This design comes from an exercise in tuning for small area, a short achievable clock period and few clock cycles per item on the open sky130 flow, not from production work.
Function was checked by simulation only, so behaviour that the tests miss may differ from the original.
Power figures rest on the tool's default switching activity, not on a simulated workload.

==> flow/design.v <==
package cache_pkg;
    localparam int DEF_LINES       = 32;
    localparam int DEF_MEM_LATENCY = 4;
endpackage
module cache_array #(
    parameter int LINES        = 32,
    parameter int INDEX_W      = 5,
    parameter int TAG_W        = 27,
    parameter int HEAD_SPACING = 4
) (
    input  logic               i_clk,
    input  logic               i_clear,
    input  logic [INDEX_W-1:0] i_index,
    input  logic [TAG_W-1:0]   i_tag,
    output logic               o_rd_hit,
    output logic [31:0]        o_rd_data,
    input  logic               i_we,
    input  logic [31:0]        i_wr_data
);
    localparam int HS_W = $clog2(HEAD_SPACING);
    logic [LINES-1:0]   r_valid;
    logic [TAG_W-1:0]   r_tag  [LINES];
    logic [31:0]        r_data [LINES];
    logic [HS_W-1:0]    r_rot;
    logic               r_pend;
    logic [INDEX_W-1:0] r_pend_index;
    logic [TAG_W-1:0]   r_pend_tag;
    logic [31:0]        r_pend_data;
    logic [INDEX_W-1:0] w_rd_slot;
    logic [INDEX_W-1:0] w_dst_slot;
    logic               w_drain;
    logic [LINES-1:0]   w_sel;
    logic [LINES-1:0]   w_match;
    logic               w_pend_hit;
    assign w_dst_slot = {r_pend_index[INDEX_W-1:HS_W], r_pend_index[HS_W-1:0] + r_rot + HS_W'(1)};
    assign w_drain    = r_pend && (w_dst_slot[HS_W-1:0] == '0);
    always_ff @(posedge i_clk) begin
        for (int s = 0; s < LINES; s++) begin
            if (s % HEAD_SPACING == 0 && w_drain && w_dst_slot == INDEX_W'(s)) begin
                r_tag[s]  <= r_pend_tag;
                r_data[s] <= r_pend_data;
            end else begin
                r_tag[s]  <= r_tag[s - s % HEAD_SPACING + (s + HEAD_SPACING - 1) % HEAD_SPACING];
                r_data[s] <= r_data[s - s % HEAD_SPACING + (s + HEAD_SPACING - 1) % HEAD_SPACING];
            end
        end
    end
    always_ff @(posedge i_clk) begin
        if (i_clear) begin
            r_valid <= '0;
            r_rot   <= '0;
            r_pend  <= 1'b0;
        end else begin
            for (int s = 0; s < LINES; s++) begin
                if (s % HEAD_SPACING == 0 && w_drain && w_dst_slot == INDEX_W'(s))
                    r_valid[s] <= 1'b1;
                else
                    r_valid[s] <= r_valid[s - s % HEAD_SPACING + (s + HEAD_SPACING - 1) % HEAD_SPACING];
            end
            r_rot <= r_rot + HS_W'(1);
            if (i_we)
                r_pend <= 1'b1;
            else if (w_drain)
                r_pend <= 1'b0;
        end
    end
    always_ff @(posedge i_clk) begin
        if (i_we) begin
            r_pend_index <= i_index;
            r_pend_tag   <= i_tag;
            r_pend_data  <= i_wr_data;
        end
    end
    assign w_rd_slot  = {i_index[INDEX_W-1:HS_W], i_index[HS_W-1:0] + r_rot};
    assign w_sel      = LINES'(1) << w_rd_slot;
    assign w_pend_hit = r_pend && (r_pend_index == i_index);
    for (genvar s = 0; s < LINES; s++) begin : g_match
        assign w_match[s] = r_valid[s] && (r_tag[s] == i_tag);
    end
    always_comb begin
        o_rd_hit  = |(w_match & w_sel);
        o_rd_data = '0;
        for (int s = 0; s < LINES; s++)
            o_rd_data = o_rd_data | (r_data[s] & {32{w_sel[s]}});
        if (w_pend_hit) begin
            o_rd_hit  = (r_pend_tag == i_tag);
            o_rd_data = r_pend_data;
        end
    end
endmodule
module data_cache #(
    parameter int LINES       = cache_pkg::DEF_LINES,
    parameter int MEM_LATENCY = cache_pkg::DEF_MEM_LATENCY
) (
    input  logic        clk,
    input  logic        rst,
    input  logic [31:0] address,
    input  logic [31:0] writeData,
    input  logic        cpuRead,
    input  logic        cpuWrite,
    output logic [31:0] readData,
    output logic        stall,
    output logic [31:0] memAddress,
    output logic [31:0] memWriteData,
    output logic        memRead,
    output logic        memWrite,
    input  logic [31:0] memReadData,
    output logic [15:0] hitCount,
    output logic [15:0] missCount
);
    localparam int         INDEX_W = $clog2(LINES);
    localparam int         TAG_W   = 32 - $clog2(LINES);
    localparam logic [2:0] WR_LAST = 3'(MEM_LATENCY - 1);
    localparam logic [2:0] RD_LAST = 3'(MEM_LATENCY);
    logic [2:0]         r_phase;
    logic               r_wr;      
    logic               r_hit;     
    logic               r_done;    
    logic               r_memrd;   
    logic               r_memwr;   
    logic [31:0]        r_rdata;   
    logic [15:0]        r_hits;
    logic [15:0]        r_misses;
    logic [31:0]        w_line_data;
    logic               w_hit;
    logic               w_lookup;
    logic               w_fill;
    logic               w_we;
    logic [2:0]         w_phase;
    assign w_lookup = (r_phase == 3'd0);
    assign w_fill   = (r_phase == RD_LAST);
    assign w_we     = r_done && (r_wr ? r_hit : r_memrd);
    cache_array #(
        .LINES        (LINES),
        .INDEX_W      (INDEX_W),
        .TAG_W        (TAG_W),
        .HEAD_SPACING (MEM_LATENCY)
    ) u_array (
        .i_clk      (clk),
        .i_clear    (rst),
        .i_index    (address[INDEX_W-1:0]),
        .i_tag      (address[31:INDEX_W]),
        .o_rd_hit   (w_hit),
        .o_rd_data  (w_line_data),
        .i_we       (w_we),
        .i_wr_data  (r_wr ? writeData : memReadData)
    );
    assign memAddress   = address;
    assign memWriteData = writeData;
    assign memRead      = !rst && r_memrd;
    assign memWrite     = !rst && (w_lookup ? cpuWrite : r_memwr);
    assign stall        = !r_done;
    assign readData     = (memReadData & {32{r_memrd}}) | r_rdata;
    always_comb begin
        w_phase = r_phase + 3'd1;
        if (w_lookup && !(cpuRead || cpuWrite))
            w_phase = 3'd0;
        if (r_done)
            w_phase = 3'd0;
    end
    always_ff @(posedge clk) begin
        if (rst) begin
            r_phase  <= 3'd0;
            r_done   <= 1'b0;
            r_memrd  <= 1'b0;
            r_memwr  <= 1'b0;
            r_hits   <= '0;
            r_misses <= '0;
        end else begin
            r_phase <= w_phase;
            if (w_lookup) begin
                r_done  <= !cpuWrite && cpuRead && w_hit;
                r_memrd <= !cpuWrite && cpuRead && !w_hit;
                r_memwr <= cpuWrite;
            end else begin
                r_done  <= !r_done && (w_phase == (r_wr ? WR_LAST : RD_LAST));
                if (r_done) begin
                    r_memrd <= 1'b0;
                    r_memwr <= 1'b0;
                end
            end
            if (r_done && !r_wr && !r_memrd && r_hits != 16'hFFFF)
                r_hits <= r_hits + 16'd1;
            if (w_fill && r_misses != 16'hFFFF)
                r_misses <= r_misses + 16'd1;
        end
    end
    always_ff @(posedge clk) begin
        if (w_lookup) begin
            r_wr  <= cpuWrite;
            r_hit <= w_hit;
        end
        r_rdata <= w_lookup ? w_line_data : '0;
    end
    assign hitCount  = r_hits;
    assign missCount = r_misses;
endmodule
make LEC_CHECK=0 CAP_MARGIN=20 CORE_MARGIN=2 CORE_UTILIZATION=45 CTS_BUF_LIST=sky130_fd_sc_hd__clkbuf_16 CTS_CLUSTER_DIAMETER=150 CTS_CLUSTER_SIZE=26 SETUP_SLACK_MARGIN=5.0 SLEW_MARGIN=20 finish   # period 8.0 ns
run.sh (not shown) runs the stock make flow with config.mk's settings and CLKGATE_MAP_FILE= SYNTH_SCRIPT=/design/flow/synth_recipe.tcl, a recipe that flattens the netlist after the stock synthesis.
Testbench counts at the start, summed over its fixed seeds: cycles 246,981, ops 64,000.
Then changed:
- CORE_UTILIZATION: 45 -> 55
- CTS_CLUSTER_SIZE: 26 -> 30
Result: Design area rises by about 0.34%; wire length rises by about 1.5%; utilization rises by 12 points; combinational power rises by about 7%.
Then changed:
- CTS_CLUSTER_SIZE: 30 -> 26
- SETUP_SLACK_MARGIN: 5.0 -> 4.5
The new run passed the timing, DRC and antenna checks.
Cell area went down by 4.2%.
Sequential share of layout area went up by 2.2 points.
Critical path depth went up by 1.
Maximum frequency went down by about 5.4%.
First-iteration DRC count went down by about 9%.
Via count went down by about 3.3%.
Setup slack loses 0.20 ns.
Total power went up by about 0.32%.

## port drivers added, routing unchanged
No port has a modelled driver above. Below, the same layouts with a new extraction and two added sets of constraints. Step 1: set_driving_cell puts a clkbuf_16 on clk and a buf_2 on each other input, an assumption about the parent block. Step 2 adds t to the input delays and takes it off the output delays; t is the mean of the earliest and latest rising clock arrival at the registers after step 1. Input paths then give back, and output paths get back, about the clock's delay inside the block. a / b / c = ideal ports / drivers / drivers and shift; a / b = the first two.
run	t (ns)	slack for setup (ns)	worst register clock-pin slew, ns	worst slew at a driven data input, ns
the first run	0.825	4.337 / 4.233 / 3.749	0.11 / 0.11	0.28
the second run	0.782	4.421 / 4.312 / 3.773	0.12 / 0.12	0.26
the third run	0.786	4.217 / 4.114 / 3.571	0.11 / 0.11	0.22
After both steps every run listed still meets setup and hold. For the second run, which loses most, drivers alone change the setup slack by -0.109 ns; drivers and shift together by -0.648 ns.
